This is an optimization exercise on Yosys and OpenROAD, whose aim is small area and a short achievable clock period, not a production implementation. RTL that was checked went through simulation tests only; none was proved equivalent to the original. Only the layout flow was run in runs 2 and 3; the RTL was not checked for function there. Power is estimated from default activity; no workload was simulated.

==> flow/design.v, too long to show whole: its modules and the start of the top module <==
// module efi_fa: 10 lines
// module efi_bsel: 10 lines
// module efi_bseln: 10 lines
// module efi_dot_product_accum: 1766 lines
// module efi_dot_product_accum_top: 27 lines
module efi_dot_product_accum_top (
   input  logic         clk0,
   input  logic         aclr0,
   input  logic         ena,
   input  logic         in_valid,
   input  logic         in_first,
   input  logic         in_last,
   input  logic [63:0]  ax,
   input  logic [63:0]  ay,
   output logic         out_valid,
   output logic [47:0]  result,
   output logic         out_overflow
);
  // ...
==> flow/run.sh <==
#!/bin/bash
# synth_recipe.tcl (not shown) runs the flow's synth.tcl, then flattens the netlist and writes it again
# the make line also repeats each setting of config.mk as NAME=value (left out here)
make -C /OpenROAD-flow-scripts/flow DESIGN_CONFIG=/design/flow/config.mk WORK_HOME=/design/flow/orfs CLKGATE_MAP_FILE= SYNTH_SCRIPT=/design/flow/synth_recipe.tcl finish
==> flow/config.mk <==
export PLATFORM = sky130hd
export DESIGN_NAME = efi_dot_product_accum_top
export DESIGN_NICKNAME = efi_dot_product_accum_top
export VERILOG_FILES = /design/flow/design.v
export SDC_FILE = /design/flow/constraint.sdc
export NUM_CORES = 4
export LEC_CHECK = 0
export ABC_AREA = 1
export CAP_MARGIN = 20
export CORE_MARGIN = 2
export CORE_UTILIZATION = 40
export SETUP_SLACK_MARGIN = 4.0
export SLEW_MARGIN = 20
export SYNTH_HIERARCHICAL = 1
==> flow/constraint.sdc <==
create_clock -name core_clock -period 7.5 [get_ports {clk0}]
set_input_delay 1.5000 -clock core_clock [delete_from_list [all_inputs] [get_ports {clk0}]]
set_output_delay 1.5000 -clock core_clock [all_outputs]
set_load 0.01 [all_outputs]
==> impl_metrics.py, run 1 <==
metrics = {
    "outcome": {
        "status": "complete, no violations",
    },
    "min_path": {
        "holdPathStages": 0,
    },
    "cells_and_area": {
        "multi_input_comb_cells": 3129,
        "clk_share": 0.0443,
        "final_cells": 5920,
        "fin_util": 0.468,
        "inverters_excl_clock": 409,
        "multi_input_area_sq_um": 26500,
    },
    "setup_path": {
        "crit_type": "flip-flop to flip-flop",
        "crit_family": "adder cells",
        "critical_path_required_ns": 7.89,
        "setup.worst_path.end": "u_core.r1[53]",
        "worst_ep_arrival_time_ns": 3.92,
    },
    "detailed_routing": {
        "top_layer": "met5",
        "num_vias": 33900,
        "dr_wl_met2_mm": 73.0,
        "wirelength_mm": 159,
        "dr.pass1.iters": 9,
        "drt_iter0_drc": 3227,
    },
    "power_and_ir_drop": {
        "pwr-share-clk": 0.135,
        "p_seq_mw": 6.47,
        "power_frac_comb": 0.609,
        "clk-power_mw": 3.40,
        "internal-power_mw": 14.0,
    },
    "place": {
        "place_congestion": 0.973,
        "dpl.hpwl_mm": 121,
        "dp.cells": 5727,
    },
    "synthesis": {
        "synth-simple-area-share": 0.110,
        "synth_area_sq_um": 43900,
        "synth_common_cells": "nand2_1 (665), fa_1 (512), xor2_1 (491)",
        "syn_nets": 5055,
    },
    "clocking": {
        "clockRootBuffer": "clkbuf_16",
        "path_clk_slew_ns": 0.06,
    },
    "global_route": {
        "grt_pass1_vias": 34100,
        "grtUsageMet1": 0.351,
        "grt_pass1_wl_mm": 230,
        "grt_max_degree": 71,
    },
    "sta": {
        "setup_ws_ns": 3.97,
        "finalCritPeriodShare": 0.471,
        "max_slew_margin": 0.290,
    },
    "floorplanning": {
        "die_w_microns": 335,
        "rows": 121,
    },
}
==> run 2, diff against run 1 <==
--- a/flow/design.v
+++ b/flow/design.v
@@ -1783,39 +1783,262 @@
    wire s1179 = r1[195] ^ c1148;
    wire c1180 = r1[195] & c1148;
    logic [64:0] r2;
    wire [64:0] r2_d = {r1[196], c1180, s1179, c1178, s1178, c1177, s1177, c1176, s1176, c1175, s1175, c1174, s1174, c1173, s1173, c1172, s1172, c1171, s1171, c1170, s1170, c1169, s1169, c1168, s1168, c1167, s1167, c1166, s1166, c1165, s1165, c1164, s1164, c1163, s1163, c1162, s1162, c1161, s1161, c1160, s1160, c1159, s1159, c1158, s1158, c1157, s1157, c1156, s1156, c1155, s1155, c1154, s1154, c1153, s1153, c1152, s1152, c1151, s1151, c1150, r1[5], s1149, r1[2], r1[1], r1[0]};
    always_ff @(posedge clk0) if (ena) r2 <= r2_d;
    wire [33:0] csa3 = {1'b1, r2[63], r2[61], r2[59], r2[57], r2[55], r2[53], r2[51], r2[49], r2[47], r2[45], r2[43], r2[41], r2[39], r2[37], r2[35], r2[33], r2[31], r2[29], r2[27], r2[25], r2[23], r2[21], r2[19], r2[17], r2[15], r2[13], r2[11], r2[9], r2[7], r2[5], r2[3], r2[2], r2[0]};
    wire [33:0] csb3 = {1'b0, r2[64], r2[62], r2[60], r2[58], r2[56], r2[54], r2[52], r2[50], r2[48], r2[46], r2[44], r2[42], r2[40], r2[38], r2[36], r2[34], r2[32], r2[30], r2[28], r2[26], r2[24], r2[22], r2[20], r2[18], r2[16], r2[14], r2[12], r2[10], r2[8], r2[6], r2[4], 1'b0, r2[1]};
    wire [33:0] sum_w3;
-   assign sum_w3 = csa3 + csb3;
+   wire g1181 = csa3[0] & csb3[0];
+   wire g1182 = csa3[1] & csb3[1];
+   wire g1183 = csa3[2] & csb3[2];
+   wire g1184 = csa3[3] & csb3[3];
+   wire g1185 = csa3[4] & csb3[4];
+   wire g1186 = csa3[5] & csb3[5];
+   wire g1187 = csa3[6] & csb3[6];
+   wire g1188 = csa3[7] & csb3[7];
+   wire g1189 = csa3[8] & csb3[8];
+   wire g1190 = csa3[9] & csb3[9];
+   wire g1191 = csa3[10] & csb3[10];
+   wire g1192 = csa3[11] & csb3[11];
+   wire g1193 = csa3[12] & csb3[12];
+   wire g1194 = csa3[13] & csb3[13];
+   wire g1195 = csa3[14] & csb3[14];
+   wire g1196 = csa3[15] & csb3[15];
+   wire g1197 = csa3[16] & csb3[16];
+   wire g1198 = csa3[17] & csb3[17];
+   wire g1199 = csa3[18] & csb3[18];
+   wire g1200 = csa3[19] & csb3[19];
+   wire g1201 = csa3[20] & csb3[20];
+   wire g1202 = csa3[21] & csb3[21];
+   wire g1203 = csa3[22] & csb3[22];
+   wire g1204 = csa3[23] & csb3[23];
+   wire g1205 = csa3[24] & csb3[24];
+   wire g1206 = csa3[25] & csb3[25];
+   wire g1207 = csa3[26] & csb3[26];
+   wire g1208 = csa3[27] & csb3[27];
+   wire g1209 = csa3[28] & csb3[28];
+   wire g1210 = csa3[29] & csb3[29];
+   wire g1211 = csa3[30] & csb3[30];
+   wire g1212 = csa3[31] & csb3[31];
+   wire g1213 = csa3[32] & csb3[32];
+   wire g1214 = csa3[33] & csb3[33];
+   wire h1215 = csa3[0] ^ csb3[0];
+   wire h1216 = csa3[1] ^ csb3[1];
+   wire h1217 = csa3[2] ^ csb3[2];
+   wire h1218 = csa3[3] ^ csb3[3];
+   wire h1219 = csa3[4] ^ csb3[4];
+   wire h1220 = csa3[5] ^ csb3[5];
+   wire h1221 = csa3[6] ^ csb3[6];
+   wire h1222 = csa3[7] ^ csb3[7];
+   wire h1223 = csa3[8] ^ csb3[8];
+   wire h1224 = csa3[9] ^ csb3[9];
+   wire h1225 = csa3[10] ^ csb3[10];
+   wire h1226 = csa3[11] ^ csb3[11];
+   wire h1227 = csa3[12] ^ csb3[12];
+   wire h1228 = csa3[13] ^ csb3[13];
+   wire h1229 = csa3[14] ^ csb3[14];
+   wire h1230 = csa3[15] ^ csb3[15];
+   wire h1231 = csa3[16] ^ csb3[16];
+   wire h1232 = csa3[17] ^ csb3[17];
+   wire h1233 = csa3[18] ^ csb3[18];
+   wire h1234 = csa3[19] ^ csb3[19];
+   wire h1235 = csa3[20] ^ csb3[20];
+   wire h1236 = csa3[21] ^ csb3[21];
+   wire h1237 = csa3[22] ^ csb3[22];
+   wire h1238 = csa3[23] ^ csb3[23];
+   wire h1239 = csa3[24] ^ csb3[24];
+   wire h1240 = csa3[25] ^ csb3[25];
+   wire h1241 = csa3[26] ^ csb3[26];
+   wire h1242 = csa3[27] ^ csb3[27];
+   wire h1243 = csa3[28] ^ csb3[28];
+   wire h1244 = csa3[29] ^ csb3[29];
+   wire h1245 = csa3[30] ^ csb3[30];
+   wire h1246 = csa3[31] ^ csb3[31];
+   wire h1247 = csa3[32] ^ csb3[32];
+   wire h1248 = csa3[33] ^ csb3[33];
+   wire g1249 = g1182 | (h1216 & g1181);
+   wire q1250 = h1216 & h1215;
+   wire g1251 = g1184 | (h1218 & g1183);
+   wire q1252 = h1218 & h1217;
+   wire g1253 = g1186 | (h1220 & g1185);
+   wire q1254 = h1220 & h1219;
+   wire g1255 = g1188 | (h1222 & g1187);
+   wire q1256 = h1222 & h1221;
+   wire g1257 = g1190 | (h1224 & g1189);
+   wire q1258 = h1224 & h1223;
+   wire g1259 = g1192 | (h1226 & g1191);
+   wire q1260 = h1226 & h1225;
+   wire g1261 = g1194 | (h1228 & g1193);
+   wire q1262 = h1228 & h1227;
+   wire g1263 = g1196 | (h1230 & g1195);
+   wire q1264 = h1230 & h1229;
+   wire g1265 = g1198 | (h1232 & g1197);
+   wire q1266 = h1232 & h1231;
+   wire g1267 = g1200 | (h1234 & g1199);
+   wire q1268 = h1234 & h1233;
+   wire g1269 = g1202 | (h1236 & g1201);
+   wire q1270 = h1236 & h1235;
+   wire g1271 = g1204 | (h1238 & g1203);
+   wire q1272 = h1238 & h1237;
+   wire g1273 = g1206 | (h1240 & g1205);
+   wire q1274 = h1240 & h1239;
+   wire g1275 = g1208 | (h1242 & g1207);
+   wire q1276 = h1242 & h1241;
+   wire g1277 = g1210 | (h1244 & g1209);
+   wire q1278 = h1244 & h1243;
+   wire g1279 = g1212 | (h1246 & g1211);
+   wire q1280 = h1246 & h1245;
+   wire g1281 = g1214 | (h1248 & g1213);
+   wire q1282 = h1248 & h1247;
+   wire g1283 = g1251 | (q1252 & g1249);
+   wire q1284 = q1252 & q1250;
+   wire g1285 = g1255 | (q1256 & g1253);
+   wire q1286 = q1256 & q1254;
+   wire g1287 = g1259 | (q1260 & g1257);
+   wire q1288 = q1260 & q1258;
+   wire g1289 = g1263 | (q1264 & g1261);
+   wire q1290 = q1264 & q1262;
+   wire g1291 = g1267 | (q1268 & g1265);
+   wire q1292 = q1268 & q1266;
+   wire g1293 = g1271 | (q1272 & g1269);
+   wire q1294 = q1272 & q1270;
+   wire g1295 = g1275 | (q1276 & g1273);
+   wire q1296 = q1276 & q1274;
+   wire g1297 = g1279 | (q1280 & g1277);
+   wire q1298 = q1280 & q1278;
+   wire g1299 = g1285 | (q1286 & g1283);
+   wire q1300 = q1286 & q1284;
+   wire g1301 = g1289 | (q1290 & g1287);
+   wire q1302 = q1290 & q1288;
+   wire g1303 = g1293 | (q1294 & g1291);
+   wire q1304 = q1294 & q1292;
+   wire g1305 = g1297 | (q1298 & g1295);
+   wire q1306 = q1298 & q1296;
+   wire g1307 = g1301 | (q1302 & g1299);
+   wire q1308 = q1302 & q1300;
+   wire g1309 = g1305 | (q1306 & g1303);
+   wire q1310 = q1306 & q1304;
+   wire g1311 = g1309 | (q1310 & g1307);
+   wire q1312 = q1310 & q1308;
+   wire g1313 = g1303 | (q1304 & g1307);
+   wire q1314 = q1304 & q1308;
+   wire g1315 = g1287 | (q1288 & g1299);
+   wire q1316 = q1288 & q1300;
+   wire g1317 = g1291 | (q1292 & g1307);
+   wire q1318 = q1292 & q1308;
+   wire g1319 = g1295 | (q1296 & g1313);
+   wire q1320 = q1296 & q1314;
+   wire g1321 = g1253 | (q1254 & g1283);
+   wire q1322 = q1254 & q1284;
+   wire g1323 = g1257 | (q1258 & g1299);
+   wire q1324 = q1258 & q1300;
+   wire g1325 = g1261 | (q1262 & g1315);
+   wire q1326 = q1262 & q1316;
+   wire g1327 = g1265 | (q1266 & g1307);
+   wire q1328 = q1266 & q1308;
+   wire g1329 = g1269 | (q1270 & g1317);
+   wire q1330 = q1270 & q1318;
+   wire g1331 = g1273 | (q1274 & g1313);
+   wire q1332 = q1274 & q1314;
+   wire g1333 = g1277 | (q1278 & g1319);
+   wire q1334 = q1278 & q1320;
+   wire g1335 = g1281 | (q1282 & g1311);
+   wire q1336 = q1282 & q1312;
+   wire g1337 = g1183 | (h1217 & g1249);
+   wire q1338 = h1217 & q1250;
+   wire g1339 = g1185 | (h1219 & g1283);
+   wire q1340 = h1219 & q1284;
+   wire g1341 = g1187 | (h1221 & g1321);
+   wire q1342 = h1221 & q1322;
+   wire g1343 = g1189 | (h1223 & g1299);
+   wire q1344 = h1223 & q1300;
+   wire g1345 = g1191 | (h1225 & g1323);
+   wire q1346 = h1225 & q1324;
+   wire g1347 = g1193 | (h1227 & g1315);
+   wire q1348 = h1227 & q1316;
+   wire g1349 = g1195 | (h1229 & g1325);
+   wire q1350 = h1229 & q1326;
+   wire g1351 = g1197 | (h1231 & g1307);
+   wire q1352 = h1231 & q1308;
+   wire g1353 = g1199 | (h1233 & g1327);
+   wire q1354 = h1233 & q1328;
+   wire g1355 = g1201 | (h1235 & g1317);
+   wire q1356 = h1235 & q1318;
+   wire g1357 = g1203 | (h1237 & g1329);
+   wire q1358 = h1237 & q1330;
+   wire g1359 = g1205 | (h1239 & g1313);
+   wire q1360 = h1239 & q1314;
+   wire g1361 = g1207 | (h1241 & g1331);
+   wire q1362 = h1241 & q1332;
+   wire g1363 = g1209 | (h1243 & g1319);
+   wire q1364 = h1243 & q1320;
+   wire g1365 = g1211 | (h1245 & g1333);
+   wire q1366 = h1245 & q1334;
+   wire g1367 = g1213 | (h1247 & g1311);
+   wire q1368 = h1247 & q1312;
+   wire z1369 = h1216 ^ g1181;
+   wire z1370 = h1217 ^ g1249;
+   wire z1371 = h1218 ^ g1337;
+   wire z1372 = h1219 ^ g1283;
+   wire z1373 = h1220 ^ g1339;
+   wire z1374 = h1221 ^ g1321;
+   wire z1375 = h1222 ^ g1341;
+   wire z1376 = h1223 ^ g1299;
+   wire z1377 = h1224 ^ g1343;
+   wire z1378 = h1225 ^ g1323;
+   wire z1379 = h1226 ^ g1345;
+   wire z1380 = h1227 ^ g1315;
+   wire z1381 = h1228 ^ g1347;
+   wire z1382 = h1229 ^ g1325;
+   wire z1383 = h1230 ^ g1349;
+   wire z1384 = h1231 ^ g1307;
+   wire z1385 = h1232 ^ g1351;
+   wire z1386 = h1233 ^ g1327;
+   wire z1387 = h1234 ^ g1353;
+   wire z1388 = h1235 ^ g1317;
+   wire z1389 = h1236 ^ g1355;
+   wire z1390 = h1237 ^ g1329;
+   wire z1391 = h1238 ^ g1357;
+   wire z1392 = h1239 ^ g1313;
+   wire z1393 = h1240 ^ g1359;
+   wire z1394 = h1241 ^ g1331;
+   wire z1395 = h1242 ^ g1361;
+   wire z1396 = h1243 ^ g1319;
+   wire z1397 = h1244 ^ g1363;
+   wire z1398 = h1245 ^ g1333;
+   wire z1399 = h1246 ^ g1365;
+   wire z1400 = h1247 ^ g1311;
+   wire z1401 = h1248 ^ g1367;
+   assign sum_w3 = {z1401, z1400, z1399, z1398, z1397, z1396, z1395, z1394, z1393, z1392, z1391, z1390, z1389, z1388, z1387, z1386, z1385, z1384, z1383, z1382, z1381, z1380, z1379, z1378, z1377, z1376, z1375, z1374, z1373, z1372, z1371, z1370, z1369, h1215};
    logic [33:0] r3;
    always_ff @(posedge clk0) if (ena) r3 <= sum_w3;
+   logic        acc_clr;
    logic [47:0] acc;
    logic        grp_ovf;
    wire         v_a = sb[3][2];
    wire         f_a = sb[3][1];
    wire         l_a = sb[3][0];
-   wire [47:0]  acc_base = f_a ? 48'd0 : acc;
+   wire [47:0]  acc_base = (f_a | acc_clr) ? 48'd0 : acc;
    wire [47:0]  addend   = {{14{r3[33]}}, r3};
    wire [47:0]  acc_next = acc_base + addend;
    wire         add_ovf  = (acc_base[47] == addend[47]) & (acc_next[47] != acc_base[47]);
    wire         ovf_next = (~f_a & grp_ovf) | add_ovf;
+   always_ff @(posedge clk0) if (ena & v_a) acc <= acc_next;
    always_ff @(posedge clk0 or posedge aclr0) begin
       if (aclr0) begin
-         acc          <= '0;
+         acc_clr      <= 1'b1;
          grp_ovf      <= 1'b0;
          out_valid    <= 1'b0;
          result       <= '0;
          out_overflow <= 1'b0;
       end else if (ena) begin
          if (v_a) begin
-            acc     <= acc_next;
+            acc_clr <= 1'b0;
             grp_ovf <= ovf_next;
          end
          out_valid <= v_a & l_a;
          if (v_a & l_a) begin
             result       <= acc_next;
             out_overflow <= ovf_next;
          end
       end
--- a/flow/config.mk
+++ b/flow/config.mk
@@ -4,11 +4,11 @@
 export VERILOG_FILES = /design/flow/design.v
 export SDC_FILE = /design/flow/constraint.sdc
 export NUM_CORES = 4
 export LEC_CHECK = 0
 export ABC_AREA = 1
 export CAP_MARGIN = 20
 export CORE_MARGIN = 2
 export CORE_UTILIZATION = 40
-export SETUP_SLACK_MARGIN = 4.0
+export SETUP_SLACK_MARGIN = 3.6
 export SLEW_MARGIN = 20
 export SYNTH_HIERARCHICAL = 1
==> run 2 against run 1 <==
  * Clock power is 3% higher
  * First-iteration DRC count increased by 0.28%
  * Synthesized cell count is 7.0% lower
  * Setup slack got worse by 0.36 ns
  * Combinational power decreased by 8%
  * Clock skew decreased by 0.0041 ns
  * Fmax down 9.4%
  * Register-to-register slack got worse by 0.36 ns
  * Utilization shrank 1.1 points
==> impl_metrics.py, run 2 <==
metrics = {
    "global_route": {
        "track_usage": 0.266,
        "grt.overflow.total": 0,
        "antenna_found_initial": 1,
        "grt_max_degree": 174,
        "grt_pass1_wl_mm": 216,
        "grt_pass1_vias": 31700,
    },
    "min_path": {
        "min_path_type": "flip-flop to flip-flop",
    },
    "detailed_routing": {
        "dr.pass1.iters": 6,
        "routedWlPerCell_microns": 26.4,
        "antenna_left": 0,
        "vias_per_cell": 5.65,
        "drc": 0,
        "drt_iter0_drc": 3236,
        "num_vias": 31400,
        "wirelength_mm": 147,
    },
    "setup_path": {
        "crit_start": "u_core.ay_s0[51]",
        "path_depth": 9,
        "timing.rr.end": "u_core.r1[131]",
        "crit_family": "adder cells",
        "cp-end-kind": "flip-flop",
        "crit_type": "flip-flop to flip-flop",
        "rr_startpoint": "u_core.ay_s0[51]",
        "cpMostUsedCell": "fa_1",
        "cp_cell_sequence": "buf_4 -> nor2_1 -> inv_1 -> nand2_1 -> o22ai_1 -> xor2_1 -> fa_1 -> fa_1 -> fa_1",
        "rr_worst_depth": 9,
        "critPathBufInv": 2,
        "start_kind": "flip-flop",
        "worst_ep_arrival_time_ns": 4.28,
        "critPathMaxFanout": 23,
        "max_stage_delay_ns": 0.58,
        "critical_path_required_ns": 7.89,
        "setup.worst_path.end": "u_core.r1[131]",
        "crit_slowest_cell": "fa_1",
        "r2r_slack_ns": 3.61,
    },
    "sta": {
        "finalCriticalPeriod_ns": 3.89,
        "hold_violations": 0,
        "fin_worst_skew_ns": 0.0291,
        "rsz0062_at_grt": "yes",
        "finalCritPeriodShare": 0.519,
        "slew_violations": 0,
        "max_slew_margin": 0.281,
        "setup_viol": 0,
        "tns_ns": 0,
        "worstMarginPinSlew_ns": 1.08,
        "fmax_ghz": 0.257,
    },
    "synthesis": {
        "syn_inst": 3998,
        "async_reset_ff_frac": 0.119,
        "yosysTopAreaCellShare": 0.330,
        "synth_common_cells": "nand2_1 (554), fa_1 (528), xor2_1 (487)",
        "yosysMostFrequentCell": "nand2_1",
        "synth_area_sq_um": 43000,
        "synth_seq_cells": 536,
        "syn_nets": 4770,
        "synth-seq-area-share": 0.367,
        "ys.flop_type": "edfxtp_1",
        "syn_area_per_cell_sq_um": 10.7,
        "synthDistinctLibCells": 45,
        "yosys.area.top_type": "edfxtp_1",
        "synth_area_leaders": "edfxtp_1 (33%), fa_1 (25%), xor2_1 (9.9%), o22ai_1 (6.3%), nand2_1 (4.8%)",
        "synth_edf_count": 472,
        "yosysWarnings": 8,
    },
    "cells_and_area": {
        "layout_commonest_cell": "nand2_1",
        "final_cells": 5566,
        "fin_util": 0.457,
        "final_cell_mix": "nand2_1 (539), fa_1 (528), xor2_1 (487)",
        "reg.largest.list": "u_core.r1: 197 flops, u_core.r2: 65 flops",
        "drive_gt1_frac": 0.0611,
        "largest_reg_flops": 197,
        "largest_register": "u_core.r1",
        "syn_to_final_growth_pct": 13.5,
        "nets": 4879,
    },
    "clocking": {
        "clockRootBuffer": "clkbuf_16",
        "insertion_delay_ns": 0.66,
        "cts-hold-fix-buffers": 0,
        "clock-sinks": 536,
        "cts_tree": "done",
        "cts_buffers": 69,
        "cts.path.max_buffers": 3,
        "path_clk_slew_ns": 0.06,
        "htreeDepth": 3,
    },
    "floorplanning": {
        "die_w_microns": 332,
        "io_pins": 184,
        "core_sq_um": 107000,
        "die-height_microns": 332,
        "dieArea_sq_um": 110000,
        "rows": 120,
        "initial_core_util": 0.402,
    },
    "place": {
        "place_congestion": 1.02,
        "dp.cells": 5425,
        "portBuffers": 183,
        "dpl.hpwl_mm": 113,
    },
    "power_and_ir_drop": {
        "power_frac_comb": 0.584,
        "pwr-share-clk": 0.144,
        "power_switching_mw": 10.5,
        "internal-power_mw": 13.9,
        "sequentialPowerShare": 0.272,
        "swShare": 0.431,
        "p_per_area_nw_per_um2": 500,
        "leakage_nw": 19.9,
        "ir_drop_v": 0.000227,
    },
    "outcome": {
        "status": "complete, no violations",
    },
    "run": {
        "cap_violations": 0,
    },
}
==> run 2: worst min path at each step <==
stage	start	to	depth (start not counted)	slack (ns)
final	u_core.r1[5]	u_core.r2[4]	0	0.42
after global routing	u_core.r1[5]	u_core.r2[4]	0	0.42
after CTS	u_core.r1[5]	u_core.r2[4]	0	0.42
after detailed placement	u_core.r1[5]	u_core.r2[4]	0	0.41
after global placement	u_core.r1[0]	u_core.r2[0]	0	0.41
after floorplan	u_core.r1[0]	u_core.r2[0]	0	0.40
==> run 2: power by group through the flow <==
stage	clock, mW	sequential, mW	combinational, mW
floorplan	0	6.41	9.17
global placement	0	6.70	13.6
detailed placement	0	6.70	14.1
CTS	3.58	6.64	14.1
global route	3.68	6.75	16.2
finish	3.50	6.63	14.2
==> run 2: timing repair <==
action,4_1_cts,5_1_grt
resized for setup,6,26
setup endpoints to repair,134,87
gates cloned,0,0
setup buffers,8,6
==> run 2: layout make-up <==
cell class | instances | area [sq um]
Clock buffer | 83 | 1850
Tap cell | 1403 | 1760
Inverter | 380 | 1440
Timing Repair Buffer | 257 | 2460
Multi-Input combinational cell | 2863 | 25000
Antenna cell | 4 | 10.0
Fill cell | 9882 | 58000
Sequential cell | 536 | 15800
Clock inverter | 40 | 509
==> run 2: per-stage QoR <==
step / setup slack, ns / hold slack, ns / cell area (sq um) / power (mW)
after floorplan: 4.28 / 0.400 / 43000 / 15.6
after global placement: 2.67 / 0.407 / 46100 / 20.3
after detailed placement: 3.14 / 0.412 / 46100 / 20.8
after CTS: 3.60 / 0.421 / 48600 / 24.4
after global routing: 3.56 / 0.422 / 48800 / 26.6
final: 3.61 / 0.420 / 48800 / 24.4
==> run 2: kinds of logic (layout without fill, tap and decap cells) <==
family | after synthesis | count (layout) | synth area share
AO/OA/AOI/OAI | 754 | 754 | 0.104
XOR/XNOR | 501 | 501 | 0.102
adder cells (fa/ha/maj) | 638 | 638 | 0.278
buffers and inverters | 599 | 760 | 0.0556
flip-flops | 536 | 536 | 0.367
multiplexers | 2 | 2 | 0.000524
other | 0 | 4 | 0
AND/OR/NAND/NOR | 968 | 968 | 0.0922
==> run 2: routing by layer <==
| metal | GRT usage | wire [microns] | vias to the layer above |
|---|---|---|---|
| met5 | 0 | 0 | - |
| met4 | 0.0922 | 5650 | 0 |
| met3 | 0.0765 | 16400 | 297 |
| met2 | 0.410 | 64700 | 1804 |
| met1 | 0.359 | 60100 | 15600 |
| li1 | - | - | 13700 |
==> run 2: modules after synthesis (local to each module, per instance), a selection <==
module,flops+latches,cells
efi_dot_product_accum,536,3487
efi_fa,0,1
==> run 3, diff against run 2 <==
--- a/flow/config.mk
+++ b/flow/config.mk
@@ -8,7 +8,7 @@
 export ABC_AREA = 1
 export CAP_MARGIN = 20
 export CORE_MARGIN = 2
-export CORE_UTILIZATION = 40
-export SETUP_SLACK_MARGIN = 3.6
+export CORE_UTILIZATION = 60
+export SETUP_SLACK_MARGIN = 4.0
 export SLEW_MARGIN = 20
 export SYNTH_HIERARCHICAL = 1
==> run 3 against run 2 <==
  * Still clean on timing, DRC and antenna
  * First-iteration DRC count increased by 39%
  * Sequential cell count unchanged
  * Sequential power about the same
  * Area after synthesis unchanged
  * Critical endpoint is now u_core.r1[20]
==> impl_metrics.py, run 3 <==
metrics = {
    "setup_path": {
        "worst_ep_arrival_time_ns": 3.98,
        "max_stage_delay_ns": 0.58,
        "crit_family": "adder cells",
        "rr_worst_depth": 6,
        "cpMostUsedCell": "fa_1",
        "crit_slowest_cell": "inv_1",
        "crit_type": "flip-flop to flip-flop",
        "critPathMaxFanout": 14,
        "path_depth": 6,
        "cp_cell_sequence": "inv_1 -> o22ai_1 -> xor2_1 -> fa_1 -> fa_1 -> fa_1",
        "critical_path_required_ns": 7.91,
        "critPathBufInv": 1,
        "start_kind": "flip-flop",
        "cp-end-kind": "flip-flop",
    },
    "power_and_ir_drop": {
        "internal-power_mw": 13.9,
        "power_switching_mw": 11.1,
        "p_per_area_nw_per_um2": 507,
        "ir_drop_v": 0.000308,
        "pwr-share-clk": 0.120,
        "leakage_nw": 20.3,
        "power_frac_comb": 0.615,
        "swShare": 0.446,
        "sequentialPowerShare": 0.264,
    },
    "floorplanning": {
        "dieArea_sq_um": 73800,
        "initial_core_util": 0.603,
        "rows": 98,
        "core_sq_um": 71200,
        "die_w_microns": 272,
        "io_pins": 184,
        "die-height_microns": 272,
    },
    "cells_and_area": {
        "final_cell_mix": "nand2_1 (517), fa_1 (516), xor2_1 (476)",
        "syn_to_final_growth_pct": 14.8,
        "layout_commonest_cell": "nand2_1",
        "largest_register": "u_core.r1",
        "reg.largest.list": "u_core.r1: 197 flops, u_core.r2: 65 flops",
        "largest_reg_flops": 197,
        "fillers": 5197,
        "n_antenna_cell": 0,
        "nets": 4950,
        "drive_gt1_frac": 0.0942,
    },
    "detailed_routing": {
        "wirelength_mm": 154,
        "dr.pass1.iters": 9,
        "routedWlPerCell_microns": 29.8,
        "vias_per_cell": 6.50,
        "drt_iter0_drc": 4495,
        "drc": 0,
        "num_vias": 33700,
        "antenna_left": 0,
    },
    "outcome": {
        "status": "complete, no violations",
    },
    "run": {
        "cap_violations": 0,
    },
    "synthesis": {
        "async_reset_ff_frac": 0.119,
        "syn_nets": 4770,
        "synth_area_sq_um": 43000,
        "synth_seq_cells": 536,
        "synth_area_leaders": "edfxtp_1 (33%), fa_1 (25%), xor2_1 (9.9%), o22ai_1 (6.3%), nand2_1 (4.8%)",
        "synth_common_cells": "nand2_1 (554), fa_1 (528), xor2_1 (487)",
        "synth-seq-area-share": 0.367,
        "syn_area_per_cell_sq_um": 10.7,
        "yosys.area.top_type": "edfxtp_1",
        "synthDistinctLibCells": 45,
        "ys.flop_type": "edfxtp_1",
        "synth_edf_count": 472,
        "yosysMostFrequentCell": "nand2_1",
        "yosysTopAreaCellShare": 0.330,
        "syn_inst": 3998,
        "yosysWarnings": 8,
    },
    "clocking": {
        "cts-hold-fix-buffers": 0,
        "path_clk_slew_ns": 0.06,
        "insertion_delay_ns": 0.68,
        "clockRootBuffer": "clkbuf_16",
        "htreeDepth": 2,
        "cts_buffers": 60,
        "cts.path.max_buffers": 3,
        "cts_tree": "done",
        "clock-sinks": 536,
    },
    "global_route": {
        "grt_max_degree": 192,
        "track_usage": 0.411,
        "grt_pass1_wl_mm": 221,
        "grt_pass1_vias": 33800,
        "antenna_found_initial": 3,
        "grt.overflow.total": 0,
    },
    "sta": {
        "finalCriticalPeriod_ns": 3.57,
        "hold_violations": 0,
        "finalCritPeriodShare": 0.476,
        "worstMarginPinSlew_ns": 1.07,
        "rsz0062_at_grt": "yes",
        "slew_violations": 0,
        "setup_ws_ns": 3.93,
        "setup_viol": 0,
        "tns_ns": 0,
        "max_slew_margin": 0.285,
        "fmax_ghz": 0.280,
        "fin_worst_skew_ns": 0.0504,
    },
    "min_path": {
        "holdPathStages": 0,
        "min_path_type": "flip-flop to flip-flop",
    },
    "place": {
        "dpl.hpwl_mm": 114,
        "dp_slack_ns": 3.05,
        "portBuffers": 183,
        "place_congestion": 1.04,
    },
}
## run 3: worst register-to-register path, stage by stage (launching register included)
cell and delay, ns:
edfxtp_1 0.53, inv_1 0.58, o22ai_1 0.24, xor2_1 0.47, fa_1 0.54, fa_1 0.48, fa_1 0.51
## run 3: cells by family after synthesis
kind of cell | share of synthesized area
buf+inv | 0.0556
flops | 0.367
xor+xnor | 0.102
mux | 0.000524
simple gates | 0.0922
fa+ha+maj | 0.278
compound gates | 0.104
## run 3: power groups by stage
stage / logic [mW] / clock network [mW] / registers (mW)
finish: 15.4 / 3.00 / 6.61
global route: 16.7 / 3.15 / 6.70
CTS: 14.8 / 3.03 / 6.59
detailed placement: 14.6 / 0 / 6.66
global placement: 13.7 / 0 / 6.62
floorplan: 9.17 / 0 / 6.41
## run 3: metrics by stage
stage                     power, mW  hold WS [ns]   util  std cells  cell area (sq um)
after global placement         20.3         0.404  0.638       4965              45500
after global routing           26.6         0.436  0.692       5176              49300
after floorplan                15.6         0.400      -       3998              43000
after detailed placement       21.2         0.410  0.639       4969              45500
final                          25.0         0.426  0.692       5176              49300
after CTS                      24.4         0.424  0.679       5125              48400
## run 3: area by class of cell
type                            count  area (sq um)  share of cell area
Multi-Input combinational cell   2863         25400               0.515
Sequential cell                   536         15800               0.320
Timing Repair Buffer              336          3490              0.0708
Clock buffer                       71          1560              0.0317
Inverter                          380          1470              0.0299
Tap cell                          950          1190              0.0241
Clock inverter                     39           437             0.00885
Timing Repair inverter              1          7.51            0.000152
## run 3: final timing paths
| path | end | slack (ns) | start |
|---|---|---|---|
| hold / removal | u_core.r2[2] | 0.43 | u_core.r1[2] |
| hold reg to reg | u_core.r2[2] | 0.43 | u_core.r1[2] |
| setup / recovery | u_core.r1[20] | 3.93 | u_core.ax_s0[16] |
| max in group asynchronous | u_core.result[18] | 5.48 | aclr0 |
| setup reg to reg | u_core.r1[20] | 3.93 | u_core.ax_s0[16] |
| min in group asynchronous | u_core.result[17] | 1.45 | aclr0 |
## run 3: Yosys stat by module (local to each module, per instance), a selection
module / times used / flip-flops and latches / area (sq um)
efi_dot_product_accum: 1 / 536 / 32700
efi_fa: 511 / 0 / 20.0
## run 3: timing repair
action / CTS / global route
pin swaps: 11 / 30
hold endpoints to repair: 0 / 0
cloned: 1 / 8
resized for setup: 85 / 132
endpoints found under the setup margin: 250 / 242
buffers inserted: 45 / 43
## run 3: layer usage
layer	up-vias	track usage	part of all wire
li1	13800	-	-
met1	16500	0.510	0.34
met2	2633	0.657	0.46
met3	683	0.129	0.13
met4	6	0.200	0.070
met5	-	0	0.00029

re-timing with driven ports:
No port has a modelled driver above. Below, the same layouts with a new extraction and two added sets of constraints.
Step 1 assumes that a clkbuf_16 drives the clock port and a buf_2 every other input.
Step 2 also shifts input and output timing later by t, the mid clock arrival at the registers, as if the neighbouring blocks saw the same clock.
a / b / c = no drivers / after step 1 / after step 2; a / b = the first two.
run | t (ns) | setup slack, ns | hold slack, ns | worst setup path after step 2
run 1 | 0.714 | 3.970 / 3.970 / 3.503 | 0.420 / 0.420 / 0.420 | input to register
run 2 | 0.718 | 3.606 / 3.606 / 3.606 | 0.420 / 0.420 / 0.420 | register to register
run 3 | 0.728 | 3.933 / 3.933 / 3.552 | 0.426 / 0.426 / 0.426 | input to register
After both steps setup and hold are still met in every run listed. The setup slack of run 1, which loses most, moves by 0.000 ns with the drivers and by -0.467 ns with both steps.
